Background: an optimization exercise with open tools, aiming at small area. Do not read the settings as production practice. Function was checked by simulation only, so behaviour that the tests miss may differ from the original.

## lane 5
==> flow/design.v <==
package cache_cmd_pkg;
  localparam logic [3:0] CMD_READ      = 4'd0;
  localparam logic [3:0] CMD_WRITE     = 4'd1;
  localparam logic [3:0] CMD_INVAL     = 4'd3;   
  localparam logic [3:0] CMD_SNOOP_RFO = 4'd4;   
  localparam logic [3:0] CMD_CLEAR     = 4'd8;
  localparam int REQ_BITS = 4 + 32;
endpackage
package cache_line_pkg;
  localparam logic [1:0] MODIFIED  = 2'd0;
  localparam logic [1:0] EXCLUSIVE = 2'd1;
  localparam logic [1:0] SHARED    = 2'd2;
  localparam logic [1:0] INVALID   = 2'd3;
  localparam int EV_RD    = 4;
  localparam int EV_WR    = 3;
  localparam int EV_HIT   = 2;
  localparam int EV_MISS  = 1;
  localparam int EV_WBACK = 0;
endpackage
module cache_top (
  input  logic        Clock,
  input  logic        reset,
  input  logic        psel,
  input  logic        penable,
  input  logic        pwrite,
  input  logic [7:0]  paddr,
  input  logic [31:0] pwdata,
  output logic [31:0] prdata,
  output logic        pready,
  output logic        pslverr
);
  localparam logic [1:0] MODIFIED  = cache_line_pkg::MODIFIED;
  localparam logic [1:0] EXCLUSIVE = cache_line_pkg::EXCLUSIVE;
  localparam logic [1:0] SHARED    = cache_line_pkg::SHARED;
  localparam logic [1:0] INVALID   = cache_line_pkg::INVALID;
  logic [31:0]           addr_q;
  logic [5:0]            tidx;     
  logic                  swp;      
  logic [3:0]            ph;       
  logic [2:0]            cpos;     
  logic                  cclr;     
  logic                  hit_a;    
  logic [1:0]            cw;       
  logic [1:0]            cs;       
  logic [63:0][23:0]     ring;     
  logic [4:0][15:0]      cring;
  logic       access;
  logic [3:0] cmd;
  logic       c_rd, c_wr, c_inv, c_snp, c_clr, c_rw, cmd_ok;
  logic       a_addr, a_cmd, a_probe, a_cnt;
  logic [2:0] cnt_idx;
  logic [3:0] aset;
  logic [21:0] atag;
  assign access  = psel && penable;
  assign cmd     = pwdata[3:0];
  assign c_rd    = (cmd == cache_cmd_pkg::CMD_READ);
  assign c_wr    = (cmd == cache_cmd_pkg::CMD_WRITE);
  assign c_inv   = (cmd == cache_cmd_pkg::CMD_INVAL);
  assign c_snp   = (cmd == cache_cmd_pkg::CMD_SNOOP_RFO);
  assign c_clr   = (cmd == cache_cmd_pkg::CMD_CLEAR);
  assign c_rw    = c_rd || c_wr;
  assign cmd_ok  = c_rw || c_inv || c_snp || c_clr;
  assign a_addr  = (paddr == 8'h00);
  assign a_cmd   = (paddr == 8'h04);
  assign a_probe = (paddr == 8'h08);
  assign a_cnt   = (paddr == 8'h10) || (paddr == 8'h14) || (paddr == 8'h18) ||
                   (paddr == 8'h1C) || (paddr == 8'h20);
  assign cnt_idx = paddr[5] ? 3'd4 : {1'b0, paddr[3:2]};
  assign aset    = addr_q[9:6];
  assign atag    = addr_q[31:10];
  logic start, scan, first, apply, win;
  logic scan_req;
  assign scan_req = access && (pwrite ? (a_cmd && (c_rw || c_inv || c_snp)) : a_probe);
  assign start    = (ph == 4'd0) && scan_req && (tidx == {aset, 2'b00});
  assign first    = (ph == 4'd0);
  assign scan     = start || (ph != 4'd0 && ph < 4'd4);
  assign apply    = pwrite && (ph[3:2] == 2'b01);    
  assign win      = pwrite && (ph[3] || ph[2]);      
  always_ff @(posedge Clock or posedge reset)
  begin
    if (reset)
      ph <= '0;
    else if (start)
      ph <= 4'd1;
    else if (ph != 4'd0)
    begin
      if (ph == 4'd8 || (ph == 4'd4 && !pwrite))
        ph <= '0;
      else
        ph <= ph + 1'b1;
    end
  end
  always_ff @(posedge Clock or posedge reset)
  begin
    if (reset)
    begin
      tidx <= 6'd4;
      swp  <= 1'b1;
    end
    else
    begin
      tidx <= tidx + 1'b1;
      if (tidx == 6'd3)    
        swp <= access && pwrite && a_cmd && c_clr;
    end
  end
  logic [21:0] ttag;
  logic [1:0]  tw, tst;
  logic        stale_t;
  logic        match, h;
  assign tw      = tidx[1:0];
  assign stale_t = swp && (tidx[5:2] != 4'd0);
  assign ttag    = ring[59][23:2];
  assign tst     = stale_t ? INVALID : ring[59][1:0];
  assign match   = (tst != INVALID) && (ttag == atag);
  assign h       = !first && hit_a;
  always_ff @(posedge Clock)
  begin
    if (scan)
    begin
      if (first || match || (!h && tst == INVALID))
      begin
        cw <= tw;
        cs <= tst;
      end
      hit_a  <= h || match;
    end
  end
  logic [21:0] ftag, gtag, ntag;
  logic [1:0]  fw, fst, gst, nst;
  logic        touch;
  assign fw     = tidx[1:0];
  assign ftag   = ring[63][23:2];
  assign fst    = swp ? INVALID : ring[63][1:0];
  assign gtag   = ring[62][23:2];
  assign gst    = swp ? INVALID : ring[62][1:0];
  assign touch  = c_rw || hit_a;
  always_comb
  begin
    ntag = ftag;
    nst  = fst;
    if (apply && touch && fw >= cw)
    begin
      if (fw != 2'd3)
      begin
        ntag = gtag;
        nst  = gst;
      end
      else
      begin
        ntag = atag;
        if (c_wr)
          nst = MODIFIED;
        else if (c_rd)
          nst = !hit_a ? EXCLUSIVE : (cs == EXCLUSIVE) ? SHARED : cs;
        else
          nst = INVALID;
      end
    end
  end
  always_ff @(posedge Clock)
    ring <= {ring[62:0], {ntag, nst}};
  logic [15:0] head, cnew;
  logic        ev, inc;
  assign head = cring[4];
  always_comb
  begin
    case (cpos)
      3'd0:    ev = c_rd;
      3'd1:    ev = c_wr;
      3'd2:    ev = c_rw && hit_a;
      3'd3:    ev = c_rw && !hit_a;
      default: ev = (cs == MODIFIED) && (c_rw ? !hit_a : (c_inv && hit_a));
    endcase
  end
  assign inc  = win && ev && (head != 16'hFFFF);
  assign cnew = cclr ? 16'd0 : head + {15'd0, inc};
  always_ff @(posedge Clock)
    cring <= {cring[3:0], cnew};
  always_ff @(posedge Clock or posedge reset)
  begin
    if (reset)
    begin
      cpos <= '0;
      cclr <= 1'b1;
    end
    else
    begin
      cpos <= (cpos == 3'd4) ? 3'd0 : cpos + 1'b1;
      if (cpos == 3'd4)
        cclr <= 1'b0;
    end
  end
  always_ff @(posedge Clock or posedge reset)
  begin
    if (reset)
      addr_q <= '0;
    else if (access && pwrite && a_addr)
      addr_q <= pwdata;
  end
  always_comb
  begin
    pready  = 1'b1;
    pslverr = 1'b0;
    if (pwrite)
    begin
      if (a_cmd && cmd_ok)
        pready = c_clr ? (tidx == 6'd3) : (ph == 4'd8);
      else if (!a_addr)
        pslverr = 1'b1;
    end
    else
    begin
      if (a_probe)
        pready = (ph == 4'd4);
      else if (a_cnt)
        pready = (cpos == cnt_idx) && !cclr;
      else if (!a_addr)
        pslverr = 1'b1;
    end
  end
  always_comb
  begin
    if (!paddr[3] && !paddr[4] && !paddr[5])
      prdata = addr_q;
    else if (paddr[3] && !paddr[4])
      prdata = {30'd0, hit_a ? cs : INVALID};
    else
      prdata = {16'd0, head};
  end
endmodule
clock: 9.0 ns
lec_check: 0
cap_margin: 20
core_margin: 2
core_utilization: 60
place_density: 0.75
slew_margin: 20
standard.sh (not shown) runs the stock make flow with config.mk's settings and CLKGATE_MAP_FILE= SYNTH_SCRIPT=/design/flow/synth_recipe.tcl, a recipe that flattens the netlist after the stock synthesis.
==> flow/flow/run.sh <==
#!/bin/bash
# Standard layout with custom CTS arguments and small port buffers.
set -euo pipefail
export CTS_ARGS="-sink_clustering_enable -repair_clock_nets -dont_use_dummy_load -sink_clustering_size 12 -sink_clustering_max_diameter 50 -buf_list {sky130_fd_sc_hd__clkbuf_4}"
export BUFFER_PORTS_ARGS="-buffer_cell sky130_fd_sc_hd__buf_1"
bash standard.sh > standard.log 2>&1
> inputs changed (lane 5 -> lane 1)
--- a/flow/design.v
+++ b/flow/design.v
@@ -39,8 +39,9 @@
   logic [3:0]            ph;       
   logic [2:0]            cpos;     
   logic                  cclr;     
   logic                  hit_a;    
+  logic                  free_a;
   logic [1:0]            cw;       
   logic [1:0]            cs;       
   logic [63:0][23:0]     ring;     
   logic [4:0][15:0]      cring;
@@ -106,25 +107,27 @@
   end
   logic [21:0] ttag;
   logic [1:0]  tw, tst;
   logic        stale_t;
-  logic        match, h;
+  logic        match, h, fr;
   assign tw      = tidx[1:0];
   assign stale_t = swp && (tidx[5:2] != 4'd0);
   assign ttag    = ring[59][23:2];
   assign tst     = stale_t ? INVALID : ring[59][1:0];
   assign match   = (tst != INVALID) && (ttag == atag);
   assign h       = !first && hit_a;
+  assign fr      = !first && free_a;
   always_ff @(posedge Clock)
   begin
     if (scan)
     begin
-      if (first || match || (!h && tst == INVALID))
+      if (first || match || (!h && !fr && tst == INVALID))
       begin
         cw <= tw;
         cs <= tst;
       end
       hit_a  <= h || match;
+      free_a <= fr || (tst == INVALID);
     end
   end
   logic [21:0] ftag, gtag, ntag;
   logic [1:0]  fw, fst, gst, nst;
## What came out
The lower shortest period the worst path allows came out of lane 5. Placer's final routability congestion estimate in lane 1 vs lane 5: up 4.2%. The post-synthesis instance area was comparable across lane 5 and lane 1. As far as fraction of area in registers is concerned, lane 5 and lane 1 perform about the same. Lower worst setup slack goes to lane 1 over lane 5. Compared with lane 5, lane 1 shows a lower path depth of the worst reg2reg path. For final design area excluding fillers, lane 1 and lane 5 come out practically identical. Lane 1: flow completed, timing, DRC and antenna clean. Fmax: lane 1 lower than lane 5.

==> afterwards: timing with drivers on the ports <==
In the flow no input, the clock included, has a driving cell. The finished layouts below were timed again as built, in two steps. Step 1, drivers: a clkbuf_16 drives Clock and a buf_2 each remaining input, both assumed. Step 2, shift: input delay + t, output delay - t, t = (earliest + latest rising clock arrival at the registers) / 2. This alone moves slack from input paths to output paths. Slacks: no drivers / after step 1 / after step 2; pairs: no drivers / after step 1.
| run | t, ns | setup slack, ns | hold slack, ns | latest minus earliest clock arrival (ns) | pins driven straight from the clock port |
|---|---|---|---|---|---|
| lane 5 | 0.982 | 3.850 / 3.825 / 3.825 | 0.220 / 0.220 / 0.220 | 0.129 / 0.129 | 1 |
| lane 1 | 1.000 | 3.685 / 3.662 / 3.662 | 0.285 / 0.285 / 0.285 | 0.099 / 0.099 | 1 |
After both steps setup and hold are still met in every run listed. For lane 5, which loses most, drivers alone change the setup slack by -0.025 ns; drivers and shift together by -0.025 ns.
